This is an optimization exercise on Yosys and OpenROAD, whose aim is a short achievable clock period and few clock cycles per item, not a production implementation.
Only simulation tests tie the RTL to the original design; equivalence was not proved.
The flow treats the clock pin as an ideal source, which a real chip does not have.
Power and IR drop assume default switching activity.

== lane 1 ==
Design dma_stream_top, start of the top module:
module dma_stream_top
(
  input  logic       CLK0,
  input  logic       RST0,
  input  dma_pkg::dma_cmd_t   req_cmd,
  input  logic       req_valid,
  output logic       req_ready,
  output logic       req_busy,
  output dma_pkg::ext_burst_t ext_burst,
  input  logic       ext_ready,
  input  dma_pkg::data_t      ext_read_data,
  input  logic       ext_read_empty,
  output logic       ext_read_deq,
  output dma_pkg::data_t      ext_write_data,
  output logic       ext_write_enq,
  input  logic       ext_write_almost_full,
  input  dma_pkg::data_t      core_read_data,
  input  logic       core_read_empty,
  output logic       core_read_enable,
  output dma_pkg::data_t      core_write_data,
  output logic       core_write_enable,
  input  logic       core_write_almost_full
);
  dma_pkg::qcmd_t  head_cmd;
  logic            cmd_empty;
  logic            cmd_deq;
  logic            hold;
  logic            nb_free;
  logic            nb_load;
  dma_pkg::waddr_t nb_addr;
  dma_pkg::blen_t  nb_len;
  logic            nb_to_bram;
  dma_pkg::blen_t  credit_rd;
  dma_pkg::blen_t  credit_wr;
  dma_pkg::owed_t  credit_rd_m1;
  dma_pkg::owed_t  credit_wr_m1;
  logic            busy_q;
  logic            busy_p;
  logic            busy_c;
  logic            busy_m;
  cmd_fifo u_cmd_fifo (
    .CLK0      (CLK0),
    .RST0      (RST0),
    .req_valid (req_valid),
    .req_cmd   (req_cmd),
    .req_ready (req_ready),
    .deq       (cmd_deq),
    .dout      (head_cmd),
    .empty     (cmd_empty),
    .busy      (busy_q)
  );
  burst_planner u_burst_planner (
    .CLK0       (CLK0),
    .RST0       (RST0),
    .cmd        (head_cmd),
    .cmd_empty  (cmd_empty),
    .cmd_deq    (cmd_deq),
    .hold       (hold),
    .nb_free    (nb_free),
    .nb_load    (nb_load),
    .nb_addr    (nb_addr),
    .nb_len     (nb_len),
    .nb_to_bram (nb_to_bram),
    .busy       (busy_p)
  );
  dma_ctrl u_dma_ctrl (
    .CLK0       (CLK0),
    .RST0       (RST0),
    .nb_load    (nb_load),
    .nb_addr    (nb_addr),
    .nb_len     (nb_len),
    .nb_to_bram (nb_to_bram),
    .nb_free    (nb_free),
    .ext_burst  (ext_burst),
    .ext_ready  (ext_ready),
    .credit_rd  (credit_rd),
    .credit_wr  (credit_wr),
    .credit_rd_m1 (credit_rd_m1),
    .credit_wr_m1 (credit_wr_m1),
    .busy       (busy_c)
  );
  ...
export LEC_CHECK = 0
export ABC_CLOCK_PERIOD_IN_PS = 1500
export CAP_MARGIN = 20
export CORE_MARGIN = 2
export CORE_UTILIZATION = 50
export SETUP_SLACK_MARGIN = 3.3
export SLEW_MARGIN = 20
export SYNTH_HIERARCHICAL = 1
export SYNTH_MINIMUM_KEEP_SIZE = 0
create_clock -name core_clock -period 5.5 [get_ports {CLK0}]
standard.sh (not shown) runs the stock make flow with config.mk's settings and CLKGATE_MAP_FILE= SYNTH_SCRIPT=/design/flow/synth_recipe.tcl, a recipe that flattens the netlist after the stock synthesis.
==> flow/flow/run.sh <==
#!/bin/bash
# The standard layout, with one extra step after global routing:
# flow/fix_io.tcl resizes the cells on the worst paths from input ports and
# to output ports (see that file). Make's output goes to make.log; each
# ORFS step keeps its own log under orfs/logs/.
set -euo pipefail
POST_GLOBAL_ROUTE_TCL="$PWD/flow/fix_io.tcl" bash standard.sh finish > make.log 2>&1
==> flow/flow/fix_io.tcl <==
# Sizing pass on the paths that start at input ports or end at output
# ports: for each cell on the worst such paths, try the other drive
# strengths of the same cell and keep the one that gives the best slack,
# never lowering the design's worst slack. Registers and clock buffers are
# left alone. Run after global routing: the changed cells are legalized,
# their nets routed again, and the route guides written again.

proc fio_variants { ref } {
  if { ![regexp {^(sky130_fd_sc_hd__[a-z0-9]+_)([0-9]+)$} $ref -> base sz] } {
    return {}
  }
  set bases [list $base]
  # buffers and inverters may also change family
  if { [regexp {__(buf|clkbuf|clkdlybuf4s[0-9]+|dlygate4sd[0-9]+|dlymetal6s[0-9]+s)_$} $base] } {
    set bases {sky130_fd_sc_hd__buf_ sky130_fd_sc_hd__clkbuf_}
  } elseif { [regexp {__(inv|clkinv)_$} $base] } {
    set bases {sky130_fd_sc_hd__inv_ sky130_fd_sc_hd__clkinv_}
  }
  set out {}
  foreach b $bases {
    foreach c [get_lib_cells ${b}*] {
      set nm [get_name $c]
      if { ![regexp "^${b}\[0-9\]+\$" $nm] } { continue }
      if { [lsearch -exact $::env(DONT_USE_CELLS) $nm] >= 0 } { continue }
      lappend out $nm
    }
  }
  return $out
}

proc fio_path_slack { from to } {
  set pes [find_timing_paths -from $from -to $to -sort_by_slack -group_path_count 1]
  if { [llength $pes] == 0 } { return 1.0 }
  return [[lindex $pes 0] slack]
}

proc fio_wns { } {
  return [sta::worst_slack_cmd max]
}

proc fio_swap_ab { name } {
  set inst [sta::sta_to_db_inst [get_cells $name]]
  set a [$inst findITerm A]
  set b [$inst findITerm B]
  set na [$a getNet]
  set nb [$b getNet]
  $a disconnect
  $b disconnect
  $a connect $nb
  $b connect $na
}

proc fio_obj { name } {
  if { [string first "/" $name] >= 0 } { return [get_pins $name] }
  return [get_ports $name]
}

proc fio_pass { sel count } {
  set changed 0
  # read every path out before changing anything: a change frees them
  set paths {}
  foreach pe [find_timing_paths {*}$sel -sort_by_slack -group_path_count $count -endpoint_path_count 1] {
    set pins [[$pe path] pins]
    set to [get_full_name [lindex $pins 0]]
    set from [get_full_name [lindex $pins end]]
    set names {}
    foreach pin $pins {
      set inst [$pin instance]
      if { $inst eq "NULL" } { continue }
      set nm [get_full_name $inst]
      if { $nm eq "" } { continue }
      if { [lsearch -exact $names $nm] < 0 } { lappend names $nm }
    }
    lappend paths [list $from $to $names]
  }
  foreach p $paths {
    lassign $p from to names
    foreach nm $names {
      set ref [get_property [get_cells $nm] ref_name]
      if { [regexp {dfxtp|dfrtp|edfxtp|dfstp|dlx|sdff|clkbuf_16|clkinv} $ref] } { continue }
      set cands [fio_variants $ref]
      if { [llength $cands] < 2 && [lsearch -exact $cands $ref] >= 0 } { continue }
      set best_ref $ref
      set best_ps [fio_path_slack [fio_obj $from] [fio_obj $to]]
      set best_wns [fio_wns]
      foreach cand $cands {
        if { $cand eq $ref } { continue }
        replace_cell [get_cells $nm] $cand
        estimate_parasitics -placement
        set ps [fio_path_slack [fio_obj $from] [fio_obj $to]]
        set wns [fio_wns]
        if { $wns >= $best_wns - 1e-12 && $ps > $best_ps + 1e-12 } {
          set best_ref $cand
          set best_ps $ps
          set best_wns $wns
        }
      }
      replace_cell [get_cells $nm] $best_ref
      estimate_parasitics -placement
      if { $best_ref ne $ref } {
        puts "fix_io: $nm $ref -> $best_ref (path slack [format %.4f [expr {$best_ps * 1e9}]])"
        incr changed
      }
      # two-input gates whose inputs commute: try the other pin order
      if { [regexp {__(nor2|nand2|and2|or2|xor2|xnor2)_[0-9]+$} $best_ref] } {
        fio_swap_ab $nm
        estimate_parasitics -placement
        set ps [fio_path_slack [fio_obj $from] [fio_obj $to]]
        set wns [fio_wns]
        if { $wns >= $best_wns - 1e-12 && $ps > $best_ps + 1e-12 } {
          puts "fix_io: $nm inputs swapped (path slack [format %.4f [expr {$ps * 1e9}]])"
          incr changed
        } else {
          fio_swap_ab $nm
          estimate_parasitics -placement
        }
      }
    }
  }
  return $changed
}

# An input port's buffer may also drive logic placed far away, whose wire
# slows the path to the output port: move such gates next to the buffer.
proc fio_pull_loads { count } {
  set paths {}
  foreach pe [find_timing_paths -from [all_inputs] -to [all_outputs] -sort_by_slack -group_path_count $count -endpoint_path_count 1] {
    set pins [[$pe path] pins]
    set to [get_full_name [lindex $pins 0]]
    set from [get_full_name [lindex $pins end]]
    # the input buffer is the first cell on the path, its output the
    # third pin from the start
    set bufout [lindex $pins end-2]
    set next [lindex $pins end-3]
    lappend paths [list $from $to [get_full_name $bufout] [get_full_name $next]]
  }
  foreach p $paths {
    lassign $p from to bufout next
    set bpin [get_pins $bufout]
    set binst [sta::sta_to_db_inst [$bpin instance]]
    lassign [$binst getLocation] bx by
    set net [get_nets -of_objects $bpin]
    foreach load [get_pins -of_objects $net -filter "direction==input"] {
      if { [get_full_name $load] eq $next } { continue }
      set linst [$load instance]
      set ref [get_property $linst ref_name]
      if { [regexp {df|dl|clk} $ref] } { continue }
      set dbl [sta::sta_to_db_inst $linst]
      lassign [$dbl getLocation] lx ly
      set best_ps [fio_path_slack [fio_obj $from] [fio_obj $to]]
      set best_wns [fio_wns]
      $dbl setLocation $bx $by
      estimate_parasitics -placement
      set ps [fio_path_slack [fio_obj $from] [fio_obj $to]]
      set wns [fio_wns]
      if { $wns >= $best_wns - 1e-12 && $ps > $best_ps + 1e-12 } {
        puts "fix_io: moved [get_full_name $linst] next to [$binst getName] (path slack [format %.4f [expr {$ps * 1e9}]])"
      } else {
        $dbl setLocation $lx $ly
        estimate_parasitics -placement
      }
    }
  }
}

estimate_parasitics -placement
puts "fix_io: start, worst slack [format %.4f [expr {[fio_wns] * 1e9}]]"
global_route -start_incremental
fio_pull_loads 4
for { set i 0 } { $i < 2 } { incr i } {
  set n 0
  incr n [fio_pass [list -from [all_inputs] -to [all_outputs]] 6]
  incr n [fio_pass [list -from [all_registers -clock_pins] -to [all_outputs]] 4]
  puts "fix_io: pass $i, $n cells changed, worst slack [format %.4f [expr {[fio_wns] * 1e9}]]"
  if { $n == 0 } { break }
}
detailed_placement
check_placement -verbose
global_route -end_incremental
estimate_parasitics -global_routing
puts "fix_io: end, worst slack [format %.4f [expr {[fio_wns] * 1e9}]] (global routing parasitics)"
write_guides $::env(RESULTS_DIR)/route.guide
Testbench counts of lane 1, summed over its fixed seeds: cycles 17,393, words 25,338.
Relative to lane 1, the following input files were edited for lane 2:
==> flow/flow/run.sh <==
#!/bin/bash
# The standard layout, with one extra step after clock tree synthesis:
# flow/fix_io.tcl resizes the cells on the worst paths from input ports and
# to output ports (see that file). Make's output goes to make.log; each
# ORFS step keeps its own log under orfs/logs/.
set -euo pipefail
POST_CTS_TCL="$PWD/flow/fix_io.tcl" bash standard.sh finish > make.log 2>&1
diff --git a/flow/flow/fix_io.tcl b/flow/flow/fix_io.tcl
--- a/flow/flow/fix_io.tcl
+++ b/flow/flow/fix_io.tcl
@@ -5,2 +5 @@
-# left alone. Run after global routing: the changed cells are legalized,
-# their nets routed again, and the route guides written again.
+# left alone. Run after clock tree synthesis, before global routing.
@@ -123,43 +121,0 @@
-# An input port's buffer may also drive logic placed far away, whose wire
-# slows the path to the output port: move such gates next to the buffer.
-proc fio_pull_loads { count } {
-  set paths {}
-  foreach pe [find_timing_paths -from [all_inputs] -to [all_outputs] -sort_by_slack -group_path_count $count -endpoint_path_count 1] {
-    set pins [[$pe path] pins]
-    set to [get_full_name [lindex $pins 0]]
-    set from [get_full_name [lindex $pins end]]
-    # the input buffer is the first cell on the path, its output the
-    # third pin from the start
-    set bufout [lindex $pins end-2]
-    set next [lindex $pins end-3]
-    lappend paths [list $from $to [get_full_name $bufout] [get_full_name $next]]
-  }
-  foreach p $paths {
-    lassign $p from to bufout next
-    set bpin [get_pins $bufout]
-    set binst [sta::sta_to_db_inst [$bpin instance]]
-    lassign [$binst getLocation] bx by
-    set net [get_nets -of_objects $bpin]
-    foreach load [get_pins -of_objects $net -filter "direction==input"] {
-      if { [get_full_name $load] eq $next } { continue }
-      set linst [$load instance]
-      set ref [get_property $linst ref_name]
-      if { [regexp {df|dl|clk} $ref] } { continue }
-      set dbl [sta::sta_to_db_inst $linst]
-      lassign [$dbl getLocation] lx ly
-      set best_ps [fio_path_slack [fio_obj $from] [fio_obj $to]]
-      set best_wns [fio_wns]
-      $dbl setLocation $bx $by
-      estimate_parasitics -placement
-      set ps [fio_path_slack [fio_obj $from] [fio_obj $to]]
-      set wns [fio_wns]
-      if { $wns >= $best_wns - 1e-12 && $ps > $best_ps + 1e-12 } {
-        puts "fix_io: moved [get_full_name $linst] next to [$binst getName] (path slack [format %.4f [expr {$ps * 1e9}]])"
-      } else {
-        $dbl setLocation $lx $ly
-        estimate_parasitics -placement
-      }
-    }
-  }
-}
-
@@ -168,2 +123,0 @@
-global_route -start_incremental
-fio_pull_loads 4
@@ -179,4 +133,2 @@
-global_route -end_incremental
-estimate_parasitics -global_routing
-puts "fix_io: end, worst slack [format %.4f [expr {[fio_wns] * 1e9}]] (global routing parasitics)"
-write_guides $::env(RESULTS_DIR)/route.guide
+estimate_parasitics -placement
+puts "fix_io: end, worst slack [format %.4f [expr {[fio_wns] * 1e9}]]"
Notes after the runs:
Status | lane 2 and lane 1 | clean. Lane 1 and lane 2 ended up with roughly the same share of post-route cells with drive strength above 1. Diff lane 1..lane 2 | sequential cell area | unchanged. Sequential power essentially unchanged between lane 2 and lane 1. From lane 1 to lane 2 the numbers moved as follows: worst path required time did not really move, via count of the first global-routing pass barely changed, final non-filler cell total did not really move, number of nets in the final layout essentially unchanged. Between lane 2 and lane 1, the difference in maximum achievable frequency is negligible. Lane 2 against lane 1: global-route usage was more or less identical, routed wire length neither gained nor lost much.

-- port drivers added, routing unchanged --
No port has a modelled driver above. Below, the same layouts with a new extraction and two added sets of constraints. Step 1: set_driving_cell puts a clkbuf_16 on CLK0 and a buf_2 on each other input, an assumption about the parent block. Step 2 also shifts input and output timing later by t, the mid clock arrival at the registers, as if the neighbouring blocks saw the same clock. Slacks: ideal ports / drivers / drivers and shift; pairs: ideal ports / drivers.
run | t, ns | slack for setup (ns) | worst setup path after step 2 | slew at the worst register clock pin (ns) | worst slew at a driven data input, ns
lane 1 | 0.797 | 3.025 / 2.983 / 2.425 | input to register | 0.07 / 0.07 | 0.10
lane 2 | 0.799 | 3.025 / 2.987 / 2.429 | input to register | 0.07 / 0.07 | 0.10
After both steps setup and hold are still met in every run listed. For lane 1, which loses most, drivers alone change the setup slack by -0.042 ns; drivers and shift together by -0.600 ns.
